From an optimization exercise on the open Yosys and OpenROAD flow, aimed at small area, a short achievable clock period and few clock cycles; shortcuts taken in it are not production practice.
In this exercise RTL edits were held to simulation tests only and were not proved equivalent to the original.
No activity file was given, so power comes from the tool's default toggle rates.

Design wallace_mult_apb, start of the top module:
module wallace_mult_apb (
  input  wire        clk,
  input  wire        rst_n,
  input  wire        psel,
  input  wire        penable,
  input  wire        pwrite,
  input  wire [7:0]  paddr,
  input  wire [31:0] pwdata,
  output wire [31:0] prdata,
  output wire        pready,
  output wire        pslverr
);
export LEC_CHECK = 0
export ABC_AREA = 1
export CAP_MARGIN = 20
export CORE_MARGIN = 2
export CORE_UTILIZATION = 55
export CTS_BUF_LIST = sky130_fd_sc_hd__clkbuf_8
export SETUP_SLACK_MARGIN = 2.3
export SLEW_MARGIN = 20
create_clock -name core_clock -period 5.0 [get_ports {clk}]
standard.sh (not shown) runs the stock make flow with config.mk's settings and CLKGATE_MAP_FILE= SYNTH_SCRIPT=/design/flow/synth_recipe.tcl, a recipe that flattens the netlist after the stock synthesis.
==> flow/flow/run.sh <==
#!/bin/bash
# The standard layout, with two changes:
#  - plain buffers (buf_2) instead of the default delay cells as the buffers
#    on the input and output ports;
#  - clock tree synthesis without dummy loads on the clock tree's leaves.
set -e
export BUFFER_PORTS_ARGS="-buffer_cell sky130_fd_sc_hd__buf_2"
export CTS_ARGS="-sink_clustering_enable -repair_clock_nets -buf_list sky130_fd_sc_hd__clkbuf_8 -dont_use_dummy_load"
bash standard.sh > standard.log 2>&1
Testbench counts at the start, summed over its fixed seeds: cycles 21,608.
Rerun with:
==> flow/flow/run.sh (replaced) <==
#!/bin/bash
# The standard layout, with two changes:
#  - plain buffers (buf_1) instead of the default delay cells as the buffers
#    on the input and output ports;
#  - clock tree synthesis without dummy loads on the clock tree's leaves.
set -e
export BUFFER_PORTS_ARGS="-buffer_cell sky130_fd_sc_hd__buf_1"
export CTS_ARGS="-sink_clustering_enable -repair_clock_nets -buf_list sky130_fd_sc_hd__clkbuf_8 -dont_use_dummy_load"
bash standard.sh > standard.log 2>&1
SETUP_SLACK_MARGIN = 2.0   (was 2.3)
After rerunning: The new run produced a clean layout; power is about the same; worst setup slack loses 0.19 ns; worst hold slack loses 0.021 ns; first-iteration DRC count falls by 6.7%; die area does not change; design area falls by 3.9%.
Rerun with:
==> flow/flow/run.sh (replaced) <==
#!/bin/bash
# The standard layout, with plain buffers (buf_2) instead of the default
# delay cells as the buffers on the input and output ports.
set -e
export BUFFER_PORTS_ARGS="-buffer_cell sky130_fd_sc_hd__buf_2"
bash standard.sh > standard.log 2>&1
CORE_UTILIZATION = 45   (was 55)
SETUP_SLACK_MARGIN = 2.1   (was 2.0)
The changed run ran to the end with no violations.
Power increases by 7.4%.
Core utilization decreases by 9.2 points.
Hold slack gets better by 0.022 ns.
Non-clock buffer count increases by 3.
Final area increases by 3.4%.
Worst setup slack gets better by 0.10 ns.
Combinational power is about the same.
Clock-buffer cell count does not change.

---

v6:
wallace_mult_apb, a different RTL version from the one above (not shown whole).
Size: roughly 100 flip-flops, about 79 I/O pins, roughly 6600 sq um of cells after synthesis.
clock: 5.0 ns
lec_check: 0
abc_area: 1
cap_margin: 20
core_margin: 2
core_utilization: 55
setup_slack_margin: 2.8
slew_margin: 20
==> flow/flow/run.sh <==
#!/bin/bash
# The standard layout, with plain buffers (buf_2) instead of the default
# delay cells as the buffers on the input and output ports.
set -e
export BUFFER_PORTS_ARGS="-buffer_cell sky130_fd_sc_hd__buf_2"
bash standard.sh > standard.log 2>&1
v6: flow completed, timing, DRC and antenna clean
Testbench counts of v6, summed over its fixed seeds: cycles 21,608.
## Diff of input files: v48 against v6
- SETUP_SLACK_MARGIN changed from 2.8 to 1.5
Findings:
- No stage failed in v48, and the final checks on the layout all came back clean.
- v48 vs v6, slowest stage cell on the critical path: sky130_fd_sc_hd__dfxtp_1 vs sky130_fd_sc_hd__fa_1
- v48 against v6: sum of routed wire length over all layers has decreased; total setup buffers inserted after CTS shrank by 36.
- v6 -> v48: number of placed instances, taps included flat
- From v6 to v48 the numbers moved as follows: met1 usage in global routing shrank by 1.7 points; combinational power lower; clock network power share now larger.
#### Input delta (v39 over v48)
- putting CELL_PAD_IN_SITES_GLOBAL_PLACEMENT at 2 where nothing was set
- putting CELL_PAD_IN_SITES_DETAIL_PLACEMENT at 1 where nothing was set
## What came out
Number of synthesized register bits across v39 and v48: no real change.
Re adder-cell share of the synthesized area: no difference whatsoever between v39 and v48.
Status(v39) = ERROR, stage = 3_1_place_gp_skip_io
As far as effective utilization at floorplan goes, v39 and v48 are indistinguishable; the numbers are identical.

---

wallace_mult_apb with an RTL version that a note above also has.
For scale: ~870 cells after synthesis, about 100 flip-flops, about 6700 um2 of cells after synthesis.
Settings: LEC_CHECK=0, ABC_AREA=1, CAP_MARGIN=20, CORE_MARGIN=2, CORE_UTILIZATION=55, CTS_BUF_LIST=sky130_fd_sc_hd__clkbuf_8, SETUP_SLACK_MARGIN=2.2, SLEW_MARGIN=20; clock period 5.0 ns.
Scripts as last shown in full above: flow/flow/run.sh
Testbench counts at the start, summed over its fixed seeds: cycles 21,608.
Change:
==> flow/flow/run.sh (replaced) <==
#!/bin/bash
# The standard layout, with two changes:
#  - plain buffers (buf_2) instead of the default delay cells as the buffers
#    on the input and output ports;
#  - clock tree synthesis without dummy loads on the clock tree's leaves.
set -e
export BUFFER_PORTS_ARGS="-buffer_cell sky130_fd_sc_hd__buf_2"
export CTS_ARGS="-sink_clustering_enable -repair_clock_nets -buf_list sky130_fd_sc_hd__clkbuf_8 -dont_use_dummy_load"
bash standard.sh > standard.log 2>&1
--- a/flow/config.mk
+++ b/flow/config.mk
@@ -11 +11 @@
-export CORE_UTILIZATION = 55
+export CORE_UTILIZATION = 50
Design area is about the same; power decreases by 5.5%; worst setup slack is better by 0.025 ns.
Change:
--- a/flow/config.mk
+++ b/flow/config.mk
@@ -11 +11 @@
-export CORE_UTILIZATION = 50
+export CORE_UTILIZATION = 45
@@ -13 +13 @@
-export SETUP_SLACK_MARGIN = 2.2
+export SETUP_SLACK_MARGIN = 2.0
- global-route usage falls by 3.9 points
- sequential power stays flat
- routed wire length came out lower by 5.8%
- sequential share of layout area went up by 0.51 points
- clock skew goes up by 0.0063 ns
Change:
--- a/flow/config.mk
+++ b/flow/config.mk
@@ -11 +11 @@
-export CORE_UTILIZATION = 45
+export CORE_UTILIZATION = 55
@@ -13 +13 @@
-export SETUP_SLACK_MARGIN = 2.0
+export SETUP_SLACK_MARGIN = 2.2
Result: Critical path depth does not change. Power stays flat. Final cell count falls by 2.8%. Non-clock buffer count goes up by 6. Cell area rose by about 0.7%. Routed wire length came out higher by about 0.7%. Setup slack gains 0.13 ns. Sequential cell count stays the same. Area after synthesis stays the same.

port drivers added, routing unchanged:
The flow's constraints put no driver on any port. The routed layouts listed below were extracted and timed again, unchanged, in two steps.
Step 1, drivers: a clkbuf_16 drives clk and a buf_2 each remaining input, both assumed.
Step 2 moves the port delays by t, midway between the first and last clock arrival at a register: inputs arrive t later, outputs are due t later. That takes back most of the time a late clock gives input paths.
Three values: ideal ports, drivers, drivers and shift; two values: the first two.
| run | t, ns | setup slack, ns | hold WS [ns] | worst setup path at the end | worst data-port slew with drivers (ns) |
|---|---|---|---|---|---|
| the first run of note 1 | 0.407 | 2.374 / 2.374 / 2.025 | 0.466 / 0.466 / 0.466 | input to register | 0.03 |
| the second run of note 1 | 0.395 | 2.181 / 2.181 / 1.901 | 0.445 / 0.445 / 0.445 | input to register | 0.03 |
| the third run of note 1 | 0.422 | 2.282 / 2.282 / 2.041 | 0.467 / 0.467 / 0.467 | input to register | 0.03 |
| v6 | 0.394 | 2.367 / 2.367 / 2.339 | 0.460 / 0.460 / 0.460 | input to register | 0.06 |
| v48 | 0.389 | 1.871 / 1.871 / 1.871 | 0.467 / 0.467 / 0.467 | register to register | 0.03 |
| the first run of note 3 | 0.423 | 2.277 / 2.277 / 1.993 | 0.467 / 0.467 / 0.467 | input to register | 0.03 |
| the second run of note 3 | 0.415 | 2.303 / 2.303 / 1.925 | 0.458 / 0.458 / 0.458 | input to register | 0.03 |
| the third run of note 3 | 0.408 | 2.206 / 2.206 / 2.025 | 0.457 / 0.457 / 0.457 | input to register | 0.03 |
| the fourth run of note 3 | 0.406 | 2.331 / 2.331 / 1.974 | 0.465 / 0.465 / 0.465 | input to register | 0.03 |
After both steps setup and hold are still met in every run listed. For the second run of note 3, which loses most, drivers alone change the setup slack by 0.000 ns; drivers and shift together by -0.378 ns.
